Source: an optimization exercise on an open RTL-to-GDS flow (aim: small area and a short achievable clock period). Production flows keep margins and buffers that such runs may drop.
Only simulation tests tie the RTL to the original design; equivalence was not proved.

==> flow/design.v <==
`timescale 1ns/10ps
module bbox_extent #(
    parameter int SIGFIG = 24
) (
    input  logic [9*SIGFIG-1:0]       tri_in,
    output logic [4*SIGFIG-1:0]          box_raw,
    output logic                         backface
);
    localparam int VERTS     = 3;
    localparam int AXES      = 3;
    localparam int AXIS_X    = 0;
    localparam int AXIS_Y    = 1;
    localparam int CORNER_LL = 0;
    localparam int CORNER_UR = 1;
    localparam int COLORS    = 3;
    typedef logic signed [SIGFIG-1:0] coord_t;
    typedef logic signed [SIGFIG:0] delta_t;
    typedef logic signed [2*SIGFIG+1:0] cross_t;
    coord_t vx [VERTS];
    coord_t vy [VERTS];
    coord_t pt [VERTS][2];
    logic [AXIS_Y:AXIS_X] lt01;
    logic [AXIS_Y:AXIS_X] lt02;
    logic [AXIS_Y:AXIS_X] lt12;
    coord_t lo [2];
    coord_t hi [2];
    delta_t dx01;
    delta_t dy01;
    delta_t dx12;
    delta_t dy12;
    cross_t cross_lhs;
    cross_t cross_rhs;
    always_comb begin
        for (int v = 0; v < VERTS; v++) begin
            for (int a = AXIS_X; a <= AXIS_Y; a++) begin
                pt[v][a] = coord_t'(tri_in[(v*AXES+a)*SIGFIG +: SIGFIG]);
            end
            vx[v] = pt[v][AXIS_X];
            vy[v] = pt[v][AXIS_Y];
        end
    end
    always_comb begin
        for (int a = AXIS_X; a <= AXIS_Y; a++) begin
            lt01[a] = pt[0][a] < pt[1][a];
            lt02[a] = pt[0][a] < pt[2][a];
            lt12[a] = pt[1][a] < pt[2][a];
            if (lt01[a]) begin
                lo[a] = lt02[a] ? pt[0][a] : pt[2][a];
            end else begin
                lo[a] = lt12[a] ? pt[1][a] : pt[2][a];
            end
            if (lt01[a]) begin
                hi[a] = lt12[a] ? pt[2][a] : pt[1][a];
            end else begin
                hi[a] = lt02[a] ? pt[2][a] : pt[0][a];
            end
        end
    end
    assign box_raw = {hi[AXIS_Y], hi[AXIS_X], lo[AXIS_Y], lo[AXIS_X]};
    assign dx01 = delta_t'(vx[1]) - delta_t'(vx[0]);
    assign dy01 = delta_t'(vy[1]) - delta_t'(vy[0]);
    assign dx12 = delta_t'(vx[2]) - delta_t'(vx[1]);
    assign dy12 = delta_t'(vy[2]) - delta_t'(vy[1]);
    assign cross_lhs = cross_t'(dx01) * cross_t'(dy12);
    assign cross_rhs = cross_t'(dx12) * cross_t'(dy01);
    assign backface = cross_lhs > cross_rhs;
endmodule
`timescale 1ns/10ps
module bbox_clip #(
    parameter int SIGFIG = 24,
    parameter int RADIX  = 10
) (
    input  logic [4*SIGFIG-1:0] box_raw,
    input  logic                backface,
    input  logic                valid_in,
    input  logic [2*SIGFIG-1:0] screen,
    input  logic [3:0]          subsample,
    output logic [4*SIGFIG-1:0] box_clip,
    output logic                valid_clip
);
    localparam int VERTS     = 3;
    localparam int AXES      = 3;
    localparam int AXIS_X    = 0;
    localparam int AXIS_Y    = 1;
    localparam int CORNER_LL = 0;
    localparam int CORNER_UR = 1;
    localparam int COLORS    = 3;
    localparam logic [3:0] SS_1X  = 4'b1000;
    localparam logic [3:0] SS_4X  = 4'b0100;
    localparam logic [3:0] SS_16X = 4'b0010;
    localparam logic [3:0] SS_64X = 4'b0001;
    localparam int INT_BITS = SIGFIG - RADIX;
    typedef logic signed [SIGFIG-1:0] coord_t;
    int unsigned      kept;
    logic [RADIX-1:0] frac_mask;
    coord_t           grid_mask;
    coord_t           raw     [2][2];
    coord_t           snapped [2][2];
    coord_t           clipped [2][2];
    coord_t           scr     [2];
    logic             on_screen;
    always_comb begin
        for (int a = AXIS_X; a <= AXIS_Y; a++) begin
            scr[a] = coord_t'(screen[a*SIGFIG +: SIGFIG]);
            for (int c = CORNER_LL; c <= CORNER_UR; c++) begin
                raw[c][a] = coord_t'(box_raw[(c*2+a)*SIGFIG +: SIGFIG]);
            end
        end
    end
    always_comb begin
        case (subsample)
            SS_1X:   kept = 0;
            SS_4X:   kept = 1;
            SS_16X:  kept = 2;
            SS_64X:  kept = 3;
            default: kept = 0;
        endcase
        frac_mask = ~({RADIX{1'b1}} >> kept);
        grid_mask = {{INT_BITS{1'b1}}, frac_mask};
    end
    always_comb begin
        for (int a = AXIS_X; a <= AXIS_Y; a++) begin
            snapped[CORNER_LL][a] = raw[CORNER_LL][a] & grid_mask;
            snapped[CORNER_UR][a] = raw[CORNER_UR][a] & grid_mask;
            if (snapped[CORNER_LL][a] < 0) begin
                clipped[CORNER_LL][a] = '0;
            end else begin
                clipped[CORNER_LL][a] = snapped[CORNER_LL][a];
            end
            if (snapped[CORNER_UR][a] > scr[a]) begin
                clipped[CORNER_UR][a] = scr[a];
            end else begin
                clipped[CORNER_UR][a] = snapped[CORNER_UR][a];
            end
        end
    end
    assign box_clip = {clipped[CORNER_UR][AXIS_Y], clipped[CORNER_UR][AXIS_X],
                       clipped[CORNER_LL][AXIS_Y], clipped[CORNER_LL][AXIS_X]};
    always_comb begin
        on_screen = 1'b1;
        for (int a = AXIS_X; a <= AXIS_Y; a++) begin
            if (raw[CORNER_LL][a] > scr[a]) begin
                on_screen = 1'b0;
            end
            if (raw[CORNER_UR][a] < 0) begin
                on_screen = 1'b0;
            end
        end
    end
    assign valid_clip = valid_in && !backface && on_screen;
endmodule
`timescale 1ns/10ps
module stage_pipe #(
    parameter int WIDTH      = 1,
    parameter int PIPE_DEPTH = 3
) (
    input  logic             clk,
    input  logic             rst_n,
    input  logic             halt,
    input  logic [WIDTH-1:0] d,
    output logic [WIDTH-1:0] q
);
    logic [WIDTH-1:0] stage [0:PIPE_DEPTH-1];
    always_ff @(posedge clk or negedge rst_n) begin
        if (!rst_n) begin
            for (int i = 0; i < PIPE_DEPTH; i++) begin
                stage[i] <= '0;
            end
        end else if (!halt) begin
            stage[0] <= d;
            for (int i = 1; i < PIPE_DEPTH; i++) begin
                stage[i] <= stage[i-1];
            end
        end
    end
    assign q = stage[PIPE_DEPTH-1];
endmodule
`timescale 1ns/10ps
module bbox_top #(
    parameter int SIGFIG     = 24,
    parameter int RADIX      = 10,
    parameter int PIPE_DEPTH = 3
) (
    input  logic                          clk,
    input  logic                          rst_n,
    input  logic [9*SIGFIG-1:0]       tri_in,
    input  logic [3*SIGFIG-1:0]       color_in,
    input  logic                          valid_in,
    input  logic                          halt,
    input  logic [2*SIGFIG-1:0]           screen,
    input  logic [3:0]                    subsample,
    output logic [9*SIGFIG-1:0]       tri_out,
    output logic [3*SIGFIG-1:0]       color_out,
    output logic [4*SIGFIG-1:0]           box_out,
    output logic                          valid_out
);
    localparam int VERTS     = 3;
    localparam int AXES      = 3;
    localparam int AXIS_X    = 0;
    localparam int AXIS_Y    = 1;
    localparam int CORNER_LL = 0;
    localparam int CORNER_UR = 1;
    localparam int COLORS    = 3;
    logic [4*SIGFIG-1:0] box_raw;
    logic                backface;
    logic [4*SIGFIG-1:0] box_clip;
    logic                valid_clip;
    bbox_extent #(
        .SIGFIG (SIGFIG)
    ) bbox_extent_i (
        .tri_in   (tri_in),
        .box_raw  (box_raw),
        .backface (backface)
    );
    bbox_clip #(
        .SIGFIG (SIGFIG),
        .RADIX  (RADIX)
    ) bbox_clip_i (
        .box_raw    (box_raw),
        .backface   (backface),
        .valid_in   (valid_in),
        .screen     (screen),
        .subsample  (subsample),
        .box_clip   (box_clip),
        .valid_clip (valid_clip)
    );
    stage_pipe #(
        .WIDTH      (VERTS*AXES*SIGFIG),
        .PIPE_DEPTH (PIPE_DEPTH)
    ) tri_pipe_i (
        .clk   (clk),
        .rst_n (rst_n),
        .halt  (halt),
        .d     (tri_in),
        .q     (tri_out)
    );
    stage_pipe #(
        .WIDTH      (COLORS*SIGFIG),
        .PIPE_DEPTH (PIPE_DEPTH)
    ) color_pipe_i (
        .clk   (clk),
        .rst_n (rst_n),
        .halt  (halt),
        .d     (color_in),
        .q     (color_out)
    );
    stage_pipe #(
        .WIDTH      (4*SIGFIG),
        .PIPE_DEPTH (PIPE_DEPTH)
    ) box_pipe_i (
        .clk   (clk),
        .rst_n (rst_n),
        .halt  (halt),
        .d     (box_clip),
        .q     (box_out)
    );
    stage_pipe #(
        .WIDTH      (1),
        .PIPE_DEPTH (PIPE_DEPTH)
    ) valid_pipe_i (
        .clk   (clk),
        .rst_n (rst_n),
        .halt  (halt),
        .d     (valid_clip),
        .q     (valid_out)
    );
endmodule
==> flow/run.sh <==
#!/bin/bash
# synth_recipe.tcl (not shown) runs the flow's synth.tcl, then flattens the netlist and writes it again
# the make line also repeats each setting of config.mk as NAME=value (left out here)
make -C /OpenROAD-flow-scripts/flow DESIGN_CONFIG=/design/flow/config.mk WORK_HOME=/design/flow/orfs CLKGATE_MAP_FILE= SYNTH_SCRIPT=/design/flow/synth_recipe.tcl finish
==> flow/config.mk <==
export PLATFORM = sky130hd
export DESIGN_NAME = bbox_top
export DESIGN_NICKNAME = bbox_top
export VERILOG_FILES = /design/flow/design.v
export SDC_FILE = /design/flow/constraint.sdc
export NUM_CORES = 4
export LEC_CHECK = 0
export CAP_MARGIN = 20
export CORE_MARGIN = 2
export CORE_UTILIZATION = 40
export SLEW_MARGIN = 20
==> flow/constraint.sdc <==
create_clock -name core_clock -period 15.0 [get_ports {clk}]
set_input_delay 3.0000 -clock core_clock [delete_from_list [all_inputs] [get_ports {clk}]]
set_output_delay 3.0000 -clock core_clock [all_outputs]
set_load 0.01 [all_outputs]
==> run summary <==
Detailed routing:
- In this run, the number of DRC markers left after iteration 0 of detailed routing was 5915.
- After detailed routing, the number of remaining DRC violations is 0.
- The count of nets left with antenna violations once routing finished came out at 0.
- Dividing the detail-routed wire length by the instance count gives 25.2 um.
- Summing over every cut layer, the via total after detailed routing is 71600.
- For this run, the detailed router's first-pass iteration total came to 6.
- After detailed routing, the number of vias per cell comes to 5.32.
- For this block, the routed nets add up to around 340000 um of wire.

Clocking:
- The clock slew at the register clock pins of the worst setup and hold paths is 0.07 ns.
- The clock latency on the worst-skew pair is 0.76 ns.
- The H-tree depth is 3.
- For this design, the CTS-stage hold fixing added 0 buffers.
- Buffers inserted during clock tree synthesis total 109.
- The clock tree from TritonCTS is yes.
- The number of buffers inserted by post-CTS setup repair is 0.
- The cell sitting at the root of the clock tree is a clkbuf_16.
- The number of buffers between clock root and the deepest sink is 3.
- The sink count of the clock tree is 1107.
- After clock tree synthesis, the repair step resized 0 gates.

STA:
- The final critical path takes up 95.6% of the cycle.
- The final max-slew violation count is 0.
- Setup repair after global routing left no endpoint under its margin.
- The actual slew at the worst max-slew pin is 1.19 ns.
- The remaining max-slew budget at the tightest pin is 20.4%.
- The number of endpoints failing setup at the final stage is 0.
- The achievable clock frequency is about 70 MHz.
- Between clock sinks in the finished design, the worst skew comes to 0.0655 ns.
- The number of failing hold endpoints at the final stage came to 0.
- For the finished layout, the period the worst path requires is 14.34 ns.

Global routing:
- The total congestion overflow after global routing is 0.
- The number of antenna violations at the first check in global routing came to 39.
- The overall routing resource usage is between 20% and 30%.
- The via count of the first global-routing pass is 75400.
- The first global-routing pass estimated 499000 um of wire.
- The maximum number of pins on one net before global-route repair is 221.

Logic synthesis:
- The combinational family with the most area after synthesis is adder cells.
- The post-synthesis simple-gate area fraction is 9.25%.
- Yosys attributes the largest share of cell area to dfrtp_1, fa_1, mux2_2, ha_1, inv_1.
- The count of distinct cell types in the synthesized netlist is 94.
- The portion of the post-synthesis area used by sequential elements is 28.7%.
- The count of flip-flops with a built-in enable after synthesis is 0.
- The cell accounting for the most synthesized area is dfrtp_1.
- Summing the areas of all xor and xnor instances in the mapped netlist gives 2.33% of the synthesized area.
- The synthesized-area fraction occupied by adder cells is 34.6%.
- The gate count of the mapped netlist is 9144.
- The share of synthesized area in the top cell type comes to between 20% and 30%.
- The main flop type after synthesis is dfrtp_1.
- The cell area after synthesis is 96400 um^2.
- Of all flip-flops after synthesis, the portion carrying an async set or reset was 100%.
- Measured against the total synthesized area, the mux share comes to 10.4%.
- The flip-flop and latch count after synthesis is around 1100.
- The average instance in the mapped netlist occupies ~11 um^2.
- Yosys printed 19 warnings.
- The share of the synthesized area in compound gates (AO/OA/AOI/OAI) is 7.18%.
- The dominant cell by count in the synthesized netlist is inv_1.
- By count the netlist is led by inv_1, fa_1, dfrtp_1.

Placement:
- The weighted congestion at the end of routability-driven global placement is between 0.9 and 1.
- The half-perimeter wire length after placement is roughly 280000 um.
- In this run the tool buffered the top-level ports with 712 buffer cells.
- In this run the cell area measured after placement is 111000 um^2.

Cells and area:
- The area growth from synthesis to layout is 19.0%.
- The area taken by flip-flops and latches is 27700 um^2.
- The post-layout net count is 12400.
- The multi-input gate area in the final layout is 61800 um^2.
- Of the cells placed in the final design, the portion with a size suffix greater than 1 is 17.0%.
- The finished cells cover 115000 um^2.
- After filler insertion, the fill cell instance count of the layout stands at 22200.

Outcome:
- The run finished with no timing, DRC or antenna violations.

Setup path:
- STA classifies the critical path endpoint as a register.
- Data arrives at the worst endpoint at 14.96 ns.
- The worst setup path is launched from a primary input.
- The number of cells traversed by the worst register-to-register path is 1.
- On the worst path, the slowest cell contributes a delay of 0.55 ns.
- In this run the worst setup path terminates at valid_pipe_i.stage[0].
- The critical path starts at tri_in[72].
- The critical path in this run is classified as primary input to register.
- The critical path data required time is 15.63 ns.
- The worst setup slack for register-to-register paths is 14.00 ns.
- The highest fanout seen on the critical path is 5.
- The worst register-to-register path ends at tri_pipe_i.stage[1][144].
- In this run the critical register-to-register path is launched from tri_pipe_i.stage[0][144].
- Among the stages of the critical path, the cell type that occurs most often is fa_1.
- The critical-path cell with the highest stage delay is fa_1.

Job:
- The tool flagged a number of max-cap violations equal to 0.

Die:
- The total area inside the core boundary comes to 240000 um^2.
- Pin placement for this block handled 729 I/O pins.
- The floorplan step defined a die boundary enclosing 245000 um^2.
- Measured along the y axis, the die boundary spans 495 um.
- In this run the core area contains 180 standard-cell rows.
- The die is 495 um wide.
- The starting density of the core is approximately 40%.

Hold path:
- The class of the most critical hold timing path is register to register.
- In this run the most critical hold path is launched from tri_pipe_i.stage[0][191].
[through the flow]
stage          setup TNS, ns  hold slack, ns  setup slack [ns]  cells  util, %
6_report                   0           0.451             0.665  13500     47.7
5_1_grt                    0           0.475             0.150  13400     47.7
4_1_cts                    0           0.451             0.676  13400     47.7
3_5_place_dp         -0.0900           0.469           -0.0900  13200     46.2
3_3_place_gp               0           0.463            0.0491  13200     46.2
2_1_floorplan              0           0.443              1.67   9159        -
[registers in the layout, summed over array words and instances, names as in the netlist]
signal,cells
box_pipe_i.stage,240
tri_pipe_i.stage,648
valid_pipe_i.stage,3
color_pipe_i.stage,216
[per-layer routing]
| layer | up-vias | track usage [%] | wire (um) | part of all wire [%] |
|---|---|---|---|---|
| li1 | 31200 | - | - | - |
| met1 | 37000 | 35.6 | 136000 | 40 |
| met2 | 2761 | 45.6 | 160000 | 47 |
| met3 | 651 | 4.91 | 24800 | 7.3 |
| met4 | 18 | 12.5 | 17300 | 5.1 |
| met5 | - | 0 | 115 | 0.034 |
[layout make-up]
class | instances | share of cell area [%]
well taps | 3185 | 3.48
diodes | 21 | 0.0458
multi-input cells | 6177 | 53.9
inverters | 1494 | 4.89
flip-flops and latches | 1107 | 24.2
repair buffers | 1281 | 10.2
clock buffers | 148 | 2.71
clock inverters | 49 | 0.520
[layout by cell type (no fill, tap or decap), types with 62 or more instances in the layout]
cell type,instances
clkbuf_16,109
nand2_1,1003
ha_1,556
nor2_1,634
o22ai_1,64
mux2_2,883
fa_1,1320
nand4_1,62
inv_1,1492
nor2b_1,63
o21ai_0,289
dfrtp_1,1107
clkdlybuf4s50_1,710
xor2_1,88
nand2b_1,76
buf_4,540
a21o_1,146
xnor2_1,128
a21oi_1,227
and2_1,66
[worst min-delay path by stage]
stage	end	cells past startpoint	slack [ns]
after global placement	box_pipe_i.stage[0][78]	2	0.46
after CTS	tri_pipe_i.stage[1][189]	1	0.45
after detailed placement	box_pipe_i.stage[0][44]	2	0.47
after global routing	tri_pipe_i.stage[1][191]	1	0.48
final	tri_pipe_i.stage[1][191]	1	0.45
after floorplan	box_pipe_i.stage[0][10]	2	0.44
[cell families after synthesis]
group | count (synthesis)
mux | 887
xor+xnor | 253
simple gates | 2090
other cells | 1
buf+inv | 1875
fa+ha+maj | 1876
flops | 1107
compound gates | 1055
[critical path, delay by kind of cell]
kind            cells  cell delay [ns]
fa+ha+maj          11             4.53
compound gates     18             3.99
simple gates        9             1.90
xor+xnor            1             0.14
buf+inv             8             1.37

[static timing again, ports no longer ideal]
In the flow no input, the clock included, has a driving cell. The finished layout below was timed again as built, in two steps. Step 1 assumes that a clkbuf_16 drives the clock port and a buf_2 every other input. Step 2 times the ports against the registers' clock, not the clock port: input delays grow and output delays shrink by t, the midpoint of the rising clock arrivals with the driver on. a / b / c = no drivers / after step 1 / after step 2; a / b = the first two.
t, ns: 0.823
setup WS [ns]: 0.665 / 0.670 / -0.153
worst setup path after step 2: input to register
Met with ideal ports but missed after step 2: setup timing in this run. For this run, drivers alone change the setup slack by +0.005 ns; drivers and shift together by -0.818 ns.
